Source: an optimization exercise on an open RTL-to-GDS flow (aim: small area, a short achievable clock period and few clock cycles per item). Production flows keep margins and buffers that such runs may drop. Where RTL was checked, it was by simulation tests only, not by an equivalence proof against the original. Power and IR drop assume default switching activity.

==> run a: inputs <==
Design conv_accumulator, start of the top module:
module conv_accumulator #(
   parameter int IN_W   = 8,
   parameter int ACC_W  = 32,
   parameter int OUT_CH = 16,
   parameter int LEN_W  = 16
) (
   input  wire logic                    clk,
   input  wire logic                    rst,
   input  wire logic                    start,
   input  wire logic [LEN_W-1:0]        len,
   input  wire logic [OUT_CH*ACC_W-1:0] bias,
   input  wire logic [IN_W-1:0]         act_in,
   input  wire logic [OUT_CH*IN_W-1:0]  wgt_in,
   input  wire logic                    in_valid,
   output wire logic                    in_ready,
   output wire logic [OUT_CH*ACC_W-1:0] acc_out,
   output wire logic                    acc_valid,
   output wire logic                    busy,
   output wire logic                    sat_flag
);
==> module conv_accumulator, before the edit <==
module conv_accumulator #(
   parameter int IN_W   = 8,
   parameter int ACC_W  = 32,
   parameter int OUT_CH = 16,
   parameter int LEN_W  = 16
) (
   input  wire logic                    clk,
   input  wire logic                    rst,
   input  wire logic                    start,
   input  wire logic [LEN_W-1:0]        len,
   input  wire logic [OUT_CH*ACC_W-1:0] bias,
   input  wire logic [IN_W-1:0]         act_in,
   input  wire logic [OUT_CH*IN_W-1:0]  wgt_in,
   input  wire logic                    in_valid,
   output wire logic                    in_ready,
   output wire logic [OUT_CH*ACC_W-1:0] acc_out,
   output wire logic                    acc_valid,
   output wire logic                    busy,
   output wire logic                    sat_flag
);
   localparam int ND = IN_W / 2;       
   localparam int GRP_CH = 4;
   localparam int NG     = OUT_CH / GRP_CH;
   logic [NG-1:0]    accum_q;          
   logic [NG-1:0]    in_ready_q, busy_q;
   logic [LEN_W-1:0] rem_q;            
   logic             acc_valid_q, sat_q;
   logic             last1_q, last2_q, last3_q;    
   logic             slow1_q, slow2_q;             
   logic             near_any;         
   wire [NG-1:0] accept_g = {NG{start}} & ~busy_q;
   wire [NG-1:0] take_g   = {NG{in_valid}} & in_ready_q;
   wire accept  = accept_g[0];
   wire take    = take_g[0];
   wire last    = (rem_q == {{(LEN_W-1){1'b0}}, 1'b1});
   wire len_nz  = (len != '0);
   for (genvar g = 0; g < NG; g++) begin : g_ctl
      wire accum_d = accept_g[g] ? len_nz : (accum_q[g] & ~(take_g[g] & last));
      always_ff @(posedge clk or posedge rst) begin
         if (rst) begin
            accum_q[g]    <= 1'b0;
            in_ready_q[g] <= 1'b0;
            busy_q[g]     <= 1'b0;
         end else begin
            accum_q[g]    <= accum_d;
            in_ready_q[g] <= accum_d & ~(near_any & take_g[g]);
            busy_q[g]     <= accum_d | (take_g[g] & last) | last1_q | (last2_q & slow2_q);
         end
      end
   end
   always_ff @(posedge clk or posedge rst) begin
      if (rst) begin
         acc_valid_q <= 1'b0;
         last1_q     <= 1'b0;
         last2_q     <= 1'b0;
         last3_q     <= 1'b0;
         slow1_q     <= 1'b0;
         slow2_q     <= 1'b0;
      end else begin
         last1_q     <= take & last;
         slow1_q     <= near_any;
         last2_q     <= last1_q;
         slow2_q     <= slow1_q;
         last3_q     <= last2_q & slow2_q;
         acc_valid_q <= (last2_q & ~slow2_q) | last3_q | (accept & ~len_nz);
      end
   end
   always_ff @(posedge clk) begin
      if (accept)    rem_q <= len;
      else if (take) rem_q <= rem_q - 1'b1;
   end
   logic [ND-1:0] one_q [NG], two_q [NG], neg_q [NG];
   logic [OUT_CH*IN_W-1:0] wgt_q;
   for (genvar g = 0; g < NG; g++) begin : g_dig
      logic [ND-1:0] one_d, two_d, neg_d;
      for (genvar j = 0; j < ND; j++) begin : g_rec
         wire b2 = act_in[2*j+1];
         wire b1 = act_in[2*j];
         wire b0 = (j == 0) ? 1'b0 : act_in[(j == 0) ? 0 : 2*j-1];
         assign one_d[j] = take_g[g] & (b1 ^ b0);
         assign two_d[j] = take_g[g] & ((b2 & ~b1 & ~b0) | (~b2 & b1 & b0));
         assign neg_d[j] = take_g[g] & b2 & ~(b1 & b0);
      end
      always_ff @(posedge clk or posedge rst) begin
         if (rst) begin
            one_q[g] <= '0;
            two_q[g] <= '0;
            neg_q[g] <= '0;
         end else begin
            one_q[g] <= one_d;
            two_q[g] <= two_d;
            neg_q[g] <= neg_d;
         end
      end
   end
   always_ff @(posedge clk) wgt_q <= wgt_in;
   logic [OUT_CH*ACC_W-1:0] acc_q;
   logic [OUT_CH-1:0]       ovp_q, ovn_q, near;
   for (genvar c = 0; c < OUT_CH; c++) begin : g_ch
      logic [17:0] ra_d, rb_d, ra_q, rb_q;    
      logic [31:0] acc_d;
      logic        ovp_d, ovn_d;
      cm_tree u_tree (
         .w(wgt_q[c*IN_W +: IN_W]), .one(one_q[c/GRP_CH]), .two(two_q[c/GRP_CH]), .neg(neg_q[c/GRP_CH]),
         .ra(ra_d), .rb(rb_d)
      );
      always_ff @(posedge clk) begin
         ra_q <= ra_d;
         rb_q <= rb_d;
      end
      cm_acc u_acc (
         .acc(acc_q[c*ACC_W +: ACC_W]), .ra(ra_q), .rb(rb_q),
         .bias(bias[c*ACC_W +: ACC_W]), .load(~busy_q[c/GRP_CH]),
         .ovp_q(ovp_q[c]), .ovn_q(ovn_q[c]),
         .acc_d(acc_d), .ovp_d(ovp_d), .ovn_d(ovn_d), .near(near[c])
      );
      always_ff @(posedge clk) begin
         acc_q[c*ACC_W +: ACC_W] <= acc_d;
         ovp_q[c] <= ovp_d;
         ovn_q[c] <= ovn_d;
      end
   end
   assign near_any = |near;
   always_ff @(posedge clk or posedge rst) begin
      if (rst)         sat_q <= 1'b0;
      else if (accept) sat_q <= 1'b0;
      else             sat_q <= sat_q | (|ovp_q) | (|ovn_q);
   end
   assign acc_out   = acc_q;
   assign acc_valid = acc_valid_q;
   assign sat_flag  = sat_q;
   assign in_ready  = in_ready_q[0];
   assign busy      = busy_q[0];
endmodule
clock: 9.0 ns
lec_check: 0
abc_area: 1
cap_margin: 20
core_margin: 2
core_utilization: 55
slew_margin: 20
standard.sh (not shown) runs the stock make flow with config.mk's settings and CLKGATE_MAP_FILE= SYNTH_SCRIPT=/design/flow/synth_recipe.tcl, a recipe that flattens the netlist after the stock synthesis.
==> flow/flow/run.sh <==
#!/bin/bash
set -euo pipefail
here=$(pwd)
export BUFFER_PORTS_ARGS="-buffer_cell sky130_fd_sc_hd__buf_1"
bash standard.sh SETUP_SLACK_MARGIN=6 finish > "$here/standard.log" 2>&1
==> run b: changes against run a <==
--- a/flow/design.v
+++ b/flow/design.v
@@ -22,20 +22,20 @@
    localparam int ND = IN_W / 2;       
    localparam int GRP_CH = 4;
    localparam int NG     = OUT_CH / GRP_CH;
-   logic [NG-1:0]    accum_q;          
-   logic [NG-1:0]    in_ready_q, busy_q;
+   logic [NG:0]      accum_q;          
+   logic [NG:0]      in_ready_q, busy_q;
    logic [LEN_W-1:0] rem_q;            
    logic             acc_valid_q, sat_q;
    logic             last1_q, last2_q, last3_q;    
    logic             slow1_q, slow2_q;             
    logic             near_any;         
-   wire [NG-1:0] accept_g = {NG{start}} & ~busy_q;
-   wire [NG-1:0] take_g   = {NG{in_valid}} & in_ready_q;
+   wire [NG:0] accept_g = {(NG+1){start}} & ~busy_q;
+   wire [NG:0] take_g   = {(NG+1){in_valid}} & in_ready_q;
    wire accept  = accept_g[0];
    wire take    = take_g[0];
    wire last    = (rem_q == {{(LEN_W-1){1'b0}}, 1'b1});
    wire len_nz  = (len != '0);
-   for (genvar g = 0; g < NG; g++) begin : g_ctl
+   for (genvar g = 0; g <= NG; g++) begin : g_ctl
       wire accum_d = accept_g[g] ? len_nz : (accum_q[g] & ~(take_g[g] & last));
       always_ff @(posedge clk or posedge rst) begin
          if (rst) begin
@@ -67,8 +67,8 @@
       end
    end
    always_ff @(posedge clk) begin
-      if (accept)    rem_q <= len;
-      else if (take) rem_q <= rem_q - 1'b1;
+      if (!busy_q[0]) rem_q <= len;
+      else if (take)  rem_q <= rem_q - 1'b1;
    end
    logic [ND-1:0] one_q [NG], two_q [NG], neg_q [NG];
    logic [OUT_CH*IN_W-1:0] wgt_q;
@@ -130,8 +130,8 @@
    assign acc_out   = acc_q;
    assign acc_valid = acc_valid_q;
    assign sat_flag  = sat_q;
-   assign in_ready  = in_ready_q[0];
-   assign busy      = busy_q[0];
+   assign in_ready  = in_ready_q[NG];
+   assign busy      = busy_q[NG];
 endmodule
 `default_nettype wire
 module cm_tree (
==> flow/flow/run.sh (replaced) <==
#!/bin/bash
# Layout flow: the standard flow (standard.sh: unchanged synthesis and
# steps) with these changes to how the layout is made:
#  * ports are buffered with sky130_fd_sc_hd__buf_1 instead of the default
#    pick, a delay buffer (clkdlybuf4s50_1) that is larger and slower;
#    timing repair still resizes them where needed;
#  * clock tree synthesis clusters up to 22 sinks per leaf buffer and adds no
#    dummy loads (fewer, fuller leaf buffers).
# Each tool's output is in orfs/logs/ (ORFS's own logs); what standard.sh
# prints goes to standard.log.
set -euo pipefail
here=$(pwd)
export BUFFER_PORTS_ARGS="-buffer_cell sky130_fd_sc_hd__buf_1"
export CTS_ARGS="-sink_clustering_enable -repair_clock_nets -dont_use_dummy_load -sink_clustering_size 22 -sink_clustering_max_diameter 80"
bash standard.sh SETUP_SLACK_MARGIN=6 finish > "$here/standard.log" 2>&1
CORE_UTILIZATION = 65   (was 55)
==> qor summary <==
metric                                                        run b           run a
Slew Limit Headroom                                           25.5%           14.0%
Gp weighted congestion                                         1.07           0.994
Sw Pwr                                                      22.3 mW         21.9 mW
Vias per inst                                                  6.23            5.72
Count of fill cells added during filler insertion              8178           11400
Routed length on met2                                132000 microns  134000 microns
Antenna violations before repair                                 75              79
Post-route cell area                                    92100 sq um     97700 sq um
Area share of fa/ha/maj cells after synthesis                 20.5%           20.6%
Share of cell area taken by multi-input logic gates           51.3%           47.9%
Worst hold slack across all endpoints                        361 ps          357 ps
Mean cell area of the mapped netlist                     8.16 sq um      8.19 sq um
First-pass detailed-route iteration total                         9              10
Final clock period utilization by the worst path              35.4%           36.8%
Share of total power in the clock network                      7.7%           12.8%
Cell area after synthesis                               77200 sq um     76700 sq um
Global-route track usage on met2                              73.6%           63.8%
Layout clock area frac                                        2.01%           4.79%
Via count of the first global-routing pass                    75200           72900
Outcome                                              finished clean  finished clean
Number of levels in the clock H-tree                              3               4
Leakage dissipation                                         45.0 nW         47.4 nW
Largest clock skew in the final design                      52.2 ps         23.8 ps
Starting utilization of the core area                         65.5%           55.2%
Vertical extent of the die                              349 microns     377 microns
Peak per-stage delay on the critical path                    520 ps          560 ps
Testbench counts of run a, summed over its fixed seeds: cycles 18,820, beats 17,372.
Testbench counts of run b, summed over its fixed seeds: cycles 18,820, beats 17,372.

========
==> xenon: inputs <==
Another version of the RTL of conv_accumulator (not shown whole).
Settings: LEC_CHECK=0, CAP_MARGIN=20, CORE_MARGIN=2, CORE_UTILIZATION=55, SETUP_SLACK_MARGIN=5, SLEW_MARGIN=20; clock period 9.0 ns.
run.sh (not shown) runs the stock make flow with config.mk's settings and CLKGATE_MAP_FILE= SYNTH_SCRIPT=/design/flow/synth_recipe.tcl, a recipe that flattens the netlist after the stock synthesis.
Stock flow here: none of the scripts above is used.
==> inputs of nickel, as changes to xenon <==
--- a/flow/design.v
+++ b/flow/design.v
@@ -94,11 +94,11 @@
          ra_q <= ra_d;
          rb_q <= rb_d;
       end
       cm_acc u_acc (
          .acc(acc_q[c*ACC_W +: ACC_W]), .ra(ra_q), .rb(rb_q),
-         .bias(bias[c*ACC_W +: ACC_W]), .load(accept),
+         .bias(bias[c*ACC_W +: ACC_W]), .load(~busy_q),
          .ovp_q(ovp_q[c]), .ovn_q(ovn_q[c]),
          .acc_d(acc_d), .ovp_d(ovp_d), .ovn_d(ovn_d), .near(near[c])
       );
       always_ff @(posedge clk) begin
          acc_q[c*ACC_W +: ACC_W] <= acc_d;
@@ -371,23 +371,76 @@
    wire a_p128 = a_p112 & a_p104;
    wire [15:0] t = {a_p64 ^ a_g125, a_p62 ^ a_g123, a_p60 ^ a_g121, a_p58 ^ a_g119, a_p56 ^ a_g117, a_p54 ^ a_g115, a_p52 ^ a_g113, a_p50 ^ a_g103, a_p48 ^ a_g101, a_p46 ^ a_g99, a_p44 ^ a_g97, a_p42 ^ a_g83, a_p40 ^ a_g81, a_p38 ^ a_g65, a_p36 ^ a_g33, a_p34};
    wire cy = a_g127;            
    wire c16 = a_c32;       
    wire [15:0] hi = acc[31:16];
-   wire [15:0] all1, all0;       
-   assign all1[0] = 1'b1;
-   assign all0[0] = 1'b1;
-   for (genvar i = 1; i < 16; i++) begin : g_pre
-      assign all1[i] = all1[i-1] & hi[i-1];
-      assign all0[i] = all0[i-1] & ~hi[i-1];
-   end
-   wire [15:0] flip1  = c16 ? all1 : 16'd0;     
-   wire [15:0] flip0  = c16 ? 16'd0 : all0;     
+   wire a_all1129 = hi[1] & hi[0];
+   wire a_all1130 = hi[3] & hi[2];
+   wire a_all1131 = hi[5] & hi[4];
+   wire a_all1132 = hi[7] & hi[6];
+   wire a_all1133 = hi[9] & hi[8];
+   wire a_all1134 = hi[11] & hi[10];
+   wire a_all1135 = hi[13] & hi[12];
+   wire a_all1136 = hi[2] & a_all1129;
+   wire a_all1137 = a_all1130 & a_all1129;
+   wire a_all1138 = hi[6] & a_all1131;
+   wire a_all1139 = a_all1132 & a_all1131;
+   wire a_all1140 = hi[10] & a_all1133;
+   wire a_all1141 = a_all1134 & a_all1133;
+   wire a_all1142 = hi[14] & a_all1135;
+   wire a_all1143 = hi[4] & a_all1137;
+   wire a_all1144 = a_all1131 & a_all1137;
+   wire a_all1145 = a_all1138 & a_all1137;
+   wire a_all1146 = a_all1139 & a_all1137;
+   wire a_all1147 = hi[12] & a_all1141;
+   wire a_all1148 = a_all1135 & a_all1141;
+   wire a_all1149 = a_all1142 & a_all1141;
+   wire a_all1150 = hi[8] & a_all1146;
+   wire a_all1151 = a_all1133 & a_all1146;
+   wire a_all1152 = a_all1140 & a_all1146;
+   wire a_all1153 = a_all1141 & a_all1146;
+   wire a_all1154 = a_all1147 & a_all1146;
+   wire a_all1155 = a_all1148 & a_all1146;
+   wire a_all1156 = a_all1149 & a_all1146;
+   wire [15:0] all1 = {a_all1156, a_all1155, a_all1154, a_all1153, a_all1152, a_all1151, a_all1150, a_all1146, a_all1145, a_all1144, a_all1143, a_all1137, a_all1136, a_all1129, hi[0], 1'b1};
+   wire a_all0157 = ~hi[1] & ~hi[0];
+   wire a_all0158 = ~hi[3] & ~hi[2];
+   wire a_all0159 = ~hi[5] & ~hi[4];
+   wire a_all0160 = ~hi[7] & ~hi[6];
+   wire a_all0161 = ~hi[9] & ~hi[8];
+   wire a_all0162 = ~hi[11] & ~hi[10];
+   wire a_all0163 = ~hi[13] & ~hi[12];
+   wire a_all0164 = ~hi[2] & a_all0157;
+   wire a_all0165 = a_all0158 & a_all0157;
+   wire a_all0166 = ~hi[6] & a_all0159;
+   wire a_all0167 = a_all0160 & a_all0159;
+   wire a_all0168 = ~hi[10] & a_all0161;
+   wire a_all0169 = a_all0162 & a_all0161;
+   wire a_all0170 = ~hi[14] & a_all0163;
+   wire a_all0171 = ~hi[4] & a_all0165;
+   wire a_all0172 = a_all0159 & a_all0165;
+   wire a_all0173 = a_all0166 & a_all0165;
+   wire a_all0174 = a_all0167 & a_all0165;
+   wire a_all0175 = ~hi[12] & a_all0169;
+   wire a_all0176 = a_all0163 & a_all0169;
+   wire a_all0177 = a_all0170 & a_all0169;
+   wire a_all0178 = ~hi[8] & a_all0174;
+   wire a_all0179 = a_all0161 & a_all0174;
+   wire a_all0180 = a_all0168 & a_all0174;
+   wire a_all0181 = a_all0169 & a_all0174;
+   wire a_all0182 = a_all0175 & a_all0174;
+   wire a_all0183 = a_all0176 & a_all0174;
+   wire a_all0184 = a_all0177 & a_all0174;
+   wire [15:0] all0 = {a_all0184, a_all0183, a_all0182, a_all0181, a_all0180, a_all0179, a_all0178, a_all0174, a_all0173, a_all0172, a_all0171, a_all0165, a_all0164, a_all0157, ~hi[0], 1'b1};
+   wire [15:0] flip1 = c16 ? all1 : 16'd0;     
+   wire [15:0] flip0 = c16 ? 16'd0 : all0;     
    wire        at_max = ~hi[15] & all1[15];
    wire        at_min = hi[15] & all0[15];
    assign ovp_d = cy & c16 & at_max;
    assign ovn_d = ~cy & ~c16 & at_min;
    assign near = (~hi[15] & (&hi[14:2])) | (hi[15] & ~(|hi[14:2]));
    wire [31:0] fix  = load ? bias : (ovp_q ? 32'h7fffffff : 32'h80000000);
    wire        keep = ~load & ~ovp_q & ~ovn_q;
-   assign acc_d = keep ? {hi ^ (cy ? flip1 : flip0), t} : fix;
+   wire [15:0] hi1  = keep ? hi ^ flip1 : fix[31:16];
+   wire [15:0] hi0  = keep ? hi ^ flip0 : fix[31:16];
+   assign acc_d = {cy ? hi1 : hi0, keep ? t : fix[15:0]};
 endmodule
==> flow/flow/run.sh (new file) <==
#!/bin/bash
# Layout flow: the standard flow (standard.sh: same synthesis script and
# steps) with two changes to how the layout is made:
#  * ports are buffered with sky130_fd_sc_hd__buf_1 instead of the default
#    pick, a delay buffer (clkdlybuf4s50_1) that is larger and slower;
#  * synthesis leaves full adders to ABC (ADDER_MAP_FILE empty) instead of
#    extracting them as fa/ha cells, which ABC cannot time through.
# Registers are unchanged. Each tool's output is in orfs/logs/ (ORFS's own
# logs); what standard.sh prints goes to standard.log.
set -euo pipefail
here=$(pwd)
export BUFFER_PORTS_ARGS="-buffer_cell sky130_fd_sc_hd__buf_1"
bash standard.sh ADDER_MAP_FILE= finish > "$here/standard.log" 2>&1
==> flow/standard.sh (new file) <==
#!/bin/bash
# synth_recipe.tcl (not shown) runs the flow's synth.tcl, then flattens the netlist and writes it again
# the make line also repeats each setting of config.mk as NAME=value (left out here)
make -C /OpenROAD-flow-scripts/flow DESIGN_CONFIG=/design/flow/config.mk WORK_HOME=/design/flow/orfs CLKGATE_MAP_FILE= SYNTH_SCRIPT=/design/flow/synth_recipe.tcl "${@:-finish}"
==> flow/config.mk (replaced) <==
export PLATFORM = sky130hd
export DESIGN_NAME = conv_accumulator
export DESIGN_NICKNAME = conv_accumulator
export VERILOG_FILES = /design/flow/design.v
export SDC_FILE = /design/flow/constraint.sdc
export NUM_CORES = 4
export LEC_CHECK = 0
export ABC_AREA = 1
export CAP_MARGIN = 20
export CORE_MARGIN = 2
export CORE_UTILIZATION = 55
export SETUP_SLACK_MARGIN = 5
export SLEW_MARGIN = 20
removed: flow/run.sh
==> inputs of fjord, as changes to xenon <==
--- a/flow/design.v
+++ b/flow/design.v
@@ -94,11 +94,11 @@
          ra_q <= ra_d;
          rb_q <= rb_d;
       end
       cm_acc u_acc (
          .acc(acc_q[c*ACC_W +: ACC_W]), .ra(ra_q), .rb(rb_q),
-         .bias(bias[c*ACC_W +: ACC_W]), .load(accept),
+         .bias(bias[c*ACC_W +: ACC_W]), .load(~busy_q),
          .ovp_q(ovp_q[c]), .ovn_q(ovn_q[c]),
          .acc_d(acc_d), .ovp_d(ovp_d), .ovn_d(ovn_d), .near(near[c])
       );
       always_ff @(posedge clk) begin
          acc_q[c*ACC_W +: ACC_W] <= acc_d;
@@ -371,23 +371,76 @@
    wire a_p128 = a_p112 & a_p104;
    wire [15:0] t = {a_p64 ^ a_g125, a_p62 ^ a_g123, a_p60 ^ a_g121, a_p58 ^ a_g119, a_p56 ^ a_g117, a_p54 ^ a_g115, a_p52 ^ a_g113, a_p50 ^ a_g103, a_p48 ^ a_g101, a_p46 ^ a_g99, a_p44 ^ a_g97, a_p42 ^ a_g83, a_p40 ^ a_g81, a_p38 ^ a_g65, a_p36 ^ a_g33, a_p34};
    wire cy = a_g127;            
    wire c16 = a_c32;       
    wire [15:0] hi = acc[31:16];
-   wire [15:0] all1, all0;       
-   assign all1[0] = 1'b1;
-   assign all0[0] = 1'b1;
-   for (genvar i = 1; i < 16; i++) begin : g_pre
-      assign all1[i] = all1[i-1] & hi[i-1];
-      assign all0[i] = all0[i-1] & ~hi[i-1];
-   end
-   wire [15:0] flip1  = c16 ? all1 : 16'd0;     
-   wire [15:0] flip0  = c16 ? 16'd0 : all0;     
+   wire a_all1129 = hi[1] & hi[0];
+   wire a_all1130 = hi[3] & hi[2];
+   wire a_all1131 = hi[5] & hi[4];
+   wire a_all1132 = hi[7] & hi[6];
+   wire a_all1133 = hi[9] & hi[8];
+   wire a_all1134 = hi[11] & hi[10];
+   wire a_all1135 = hi[13] & hi[12];
+   wire a_all1136 = hi[2] & a_all1129;
+   wire a_all1137 = a_all1130 & a_all1129;
+   wire a_all1138 = hi[6] & a_all1131;
+   wire a_all1139 = a_all1132 & a_all1131;
+   wire a_all1140 = hi[10] & a_all1133;
+   wire a_all1141 = a_all1134 & a_all1133;
+   wire a_all1142 = hi[14] & a_all1135;
+   wire a_all1143 = hi[4] & a_all1137;
+   wire a_all1144 = a_all1131 & a_all1137;
+   wire a_all1145 = a_all1138 & a_all1137;
+   wire a_all1146 = a_all1139 & a_all1137;
+   wire a_all1147 = hi[12] & a_all1141;
+   wire a_all1148 = a_all1135 & a_all1141;
+   wire a_all1149 = a_all1142 & a_all1141;
+   wire a_all1150 = hi[8] & a_all1146;
+   wire a_all1151 = a_all1133 & a_all1146;
+   wire a_all1152 = a_all1140 & a_all1146;
+   wire a_all1153 = a_all1141 & a_all1146;
+   wire a_all1154 = a_all1147 & a_all1146;
+   wire a_all1155 = a_all1148 & a_all1146;
+   wire a_all1156 = a_all1149 & a_all1146;
+   wire [15:0] all1 = {a_all1156, a_all1155, a_all1154, a_all1153, a_all1152, a_all1151, a_all1150, a_all1146, a_all1145, a_all1144, a_all1143, a_all1137, a_all1136, a_all1129, hi[0], 1'b1};
+   wire a_all0157 = ~hi[1] & ~hi[0];
+   wire a_all0158 = ~hi[3] & ~hi[2];
+   wire a_all0159 = ~hi[5] & ~hi[4];
+   wire a_all0160 = ~hi[7] & ~hi[6];
+   wire a_all0161 = ~hi[9] & ~hi[8];
+   wire a_all0162 = ~hi[11] & ~hi[10];
+   wire a_all0163 = ~hi[13] & ~hi[12];
+   wire a_all0164 = ~hi[2] & a_all0157;
+   wire a_all0165 = a_all0158 & a_all0157;
+   wire a_all0166 = ~hi[6] & a_all0159;
+   wire a_all0167 = a_all0160 & a_all0159;
+   wire a_all0168 = ~hi[10] & a_all0161;
+   wire a_all0169 = a_all0162 & a_all0161;
+   wire a_all0170 = ~hi[14] & a_all0163;
+   wire a_all0171 = ~hi[4] & a_all0165;
+   wire a_all0172 = a_all0159 & a_all0165;
+   wire a_all0173 = a_all0166 & a_all0165;
+   wire a_all0174 = a_all0167 & a_all0165;
+   wire a_all0175 = ~hi[12] & a_all0169;
+   wire a_all0176 = a_all0163 & a_all0169;
+   wire a_all0177 = a_all0170 & a_all0169;
+   wire a_all0178 = ~hi[8] & a_all0174;
+   wire a_all0179 = a_all0161 & a_all0174;
+   wire a_all0180 = a_all0168 & a_all0174;
+   wire a_all0181 = a_all0169 & a_all0174;
+   wire a_all0182 = a_all0175 & a_all0174;
+   wire a_all0183 = a_all0176 & a_all0174;
+   wire a_all0184 = a_all0177 & a_all0174;
+   wire [15:0] all0 = {a_all0184, a_all0183, a_all0182, a_all0181, a_all0180, a_all0179, a_all0178, a_all0174, a_all0173, a_all0172, a_all0171, a_all0165, a_all0164, a_all0157, ~hi[0], 1'b1};
+   wire [15:0] flip1 = c16 ? all1 : 16'd0;     
+   wire [15:0] flip0 = c16 ? 16'd0 : all0;     
    wire        at_max = ~hi[15] & all1[15];
    wire        at_min = hi[15] & all0[15];
    assign ovp_d = cy & c16 & at_max;
    assign ovn_d = ~cy & ~c16 & at_min;
    assign near = (~hi[15] & (&hi[14:2])) | (hi[15] & ~(|hi[14:2]));
    wire [31:0] fix  = load ? bias : (ovp_q ? 32'h7fffffff : 32'h80000000);
    wire        keep = ~load & ~ovp_q & ~ovn_q;
-   assign acc_d = keep ? {hi ^ (cy ? flip1 : flip0), t} : fix;
+   wire [15:0] hi1  = keep ? hi ^ flip1 : fix[31:16];
+   wire [15:0] hi0  = keep ? hi ^ flip0 : fix[31:16];
+   assign acc_d = {cy ? hi1 : hi0, keep ? t : fix[15:0]};
 endmodule
==> flow/flow/run.sh (new file) <==
#!/bin/bash
# Layout flow: the standard flow (standard.sh: unchanged synthesis and
# steps) with one change to how the layout is made: ports are buffered with
# sky130_fd_sc_hd__buf_1 instead of the default pick, a delay buffer
# (clkdlybuf4s50_1) that is larger and slower; timing repair still resizes
# them where needed. Each tool's output is in orfs/logs/ (ORFS's own logs);
# what standard.sh prints goes to standard.log.
set -euo pipefail
here=$(pwd)
export BUFFER_PORTS_ARGS="-buffer_cell sky130_fd_sc_hd__buf_1"
bash standard.sh > "$here/standard.log" 2>&1
==> flow/standard.sh (new file) <==
#!/bin/bash
# synth_recipe.tcl (not shown) runs the flow's synth.tcl, then flattens the netlist and writes it again
# the make line also repeats each setting of config.mk as NAME=value (left out here)
make -C /OpenROAD-flow-scripts/flow DESIGN_CONFIG=/design/flow/config.mk WORK_HOME=/design/flow/orfs CLKGATE_MAP_FILE= SYNTH_SCRIPT=/design/flow/synth_recipe.tcl "${@:-finish}"
==> flow/config.mk (replaced) <==
export PLATFORM = sky130hd
export DESIGN_NAME = conv_accumulator
export DESIGN_NICKNAME = conv_accumulator
export VERILOG_FILES = /design/flow/design.v
export SDC_FILE = /design/flow/constraint.sdc
export NUM_CORES = 4
export LEC_CHECK = 0
export ABC_AREA = 1
export CAP_MARGIN = 20
export CORE_MARGIN = 2
export CORE_UTILIZATION = 55
export SETUP_SLACK_MARGIN = 5
export SLEW_MARGIN = 20
removed: flow/run.sh
==> qor summary <==
quantity	fjord	xenon	nickel
Synth-to-Final Area Change	13.6%	24.7%	12.8%
Outcome	timing/DRC/antenna clean	timing/DRC/antenna clean	timing/DRC/antenna clean
Detailed-routing iteration count for the pre-antenna-repair pass	7	6	7
Met3 capacity usage during global routing	11.7%	9.92%	10.6%
Pin count of the biggest net entering global routing	152	111	103
Non-clock buffer count in the final layout	1230	1275	1245
Power consumed by the clock network	6150 uW	5960 uW	6060 uW
Synthesized area divided by synthesized cell count	7.71 sq um	9.51 sq um	5.93 sq um
Share of power burned in combinational logic	63.4%	61.2%	59.7%
Clock Skew	32.8 ps	20.0 ps	39.4 ps
Initial Util	55.2%	55.4%	55.5%
Post-Synthesis Cell Area	0.0790 sq mm	0.0729 sq mm	0.0857 sq mm
Resize count post-CTS	0	21	5
FF-to-FF Start	one_q[2]	g_ch[0].ra_q[2]	g_ch[0].ra_q[2]
Die extent in x	383 microns	368 microns	399 microns
Share of cell area taken by muxes after synthesis	0.157%	1.40%	0%
No functional check of the RTL was part of any run of this note.

==> re-timing with driven ports <==
No port has a modelled driver above. Below, the same layouts with a new extraction and two added sets of constraints.
Step 1, drivers: a clkbuf_16 drives clk and a buf_2 each remaining input, both assumed.
Step 2 adds t to the input delays and takes it off the output delays; t is the mean of the earliest and latest rising clock arrival at the registers after step 1. Input paths then give back, and output paths get back, about the clock's delay inside the block.
Slacks: no drivers / after step 1 / after step 2; pairs: no drivers / after step 1.
| run | shift t [ns] | slack for setup (ns) | worst setup path at the end | worst register clock-pin slew, ns |
|---|---|---|---|---|
| run a | 0.875 | 5.690 / 5.596 / 5.061 | input to register | 0.07 / 0.07 |
| run b | 0.774 | 5.815 / 5.724 / 5.403 | input to register | 0.10 / 0.10 |
| xenon | 0.867 | 5.015 / 4.927 / 4.370 | input to register | 0.07 / 0.07 |
| nickel | 0.877 | 5.127 / 5.127 / 5.127 | register to register | 0.07 / 0.07 |
| fjord | 0.873 | 5.049 / 5.049 / 5.049 | register to register | 0.07 / 0.07 |
After both steps every run listed still meets setup and hold. The setup slack of xenon, which loses most, moves by -0.088 ns with the drivers and by -0.645 ns with both steps.
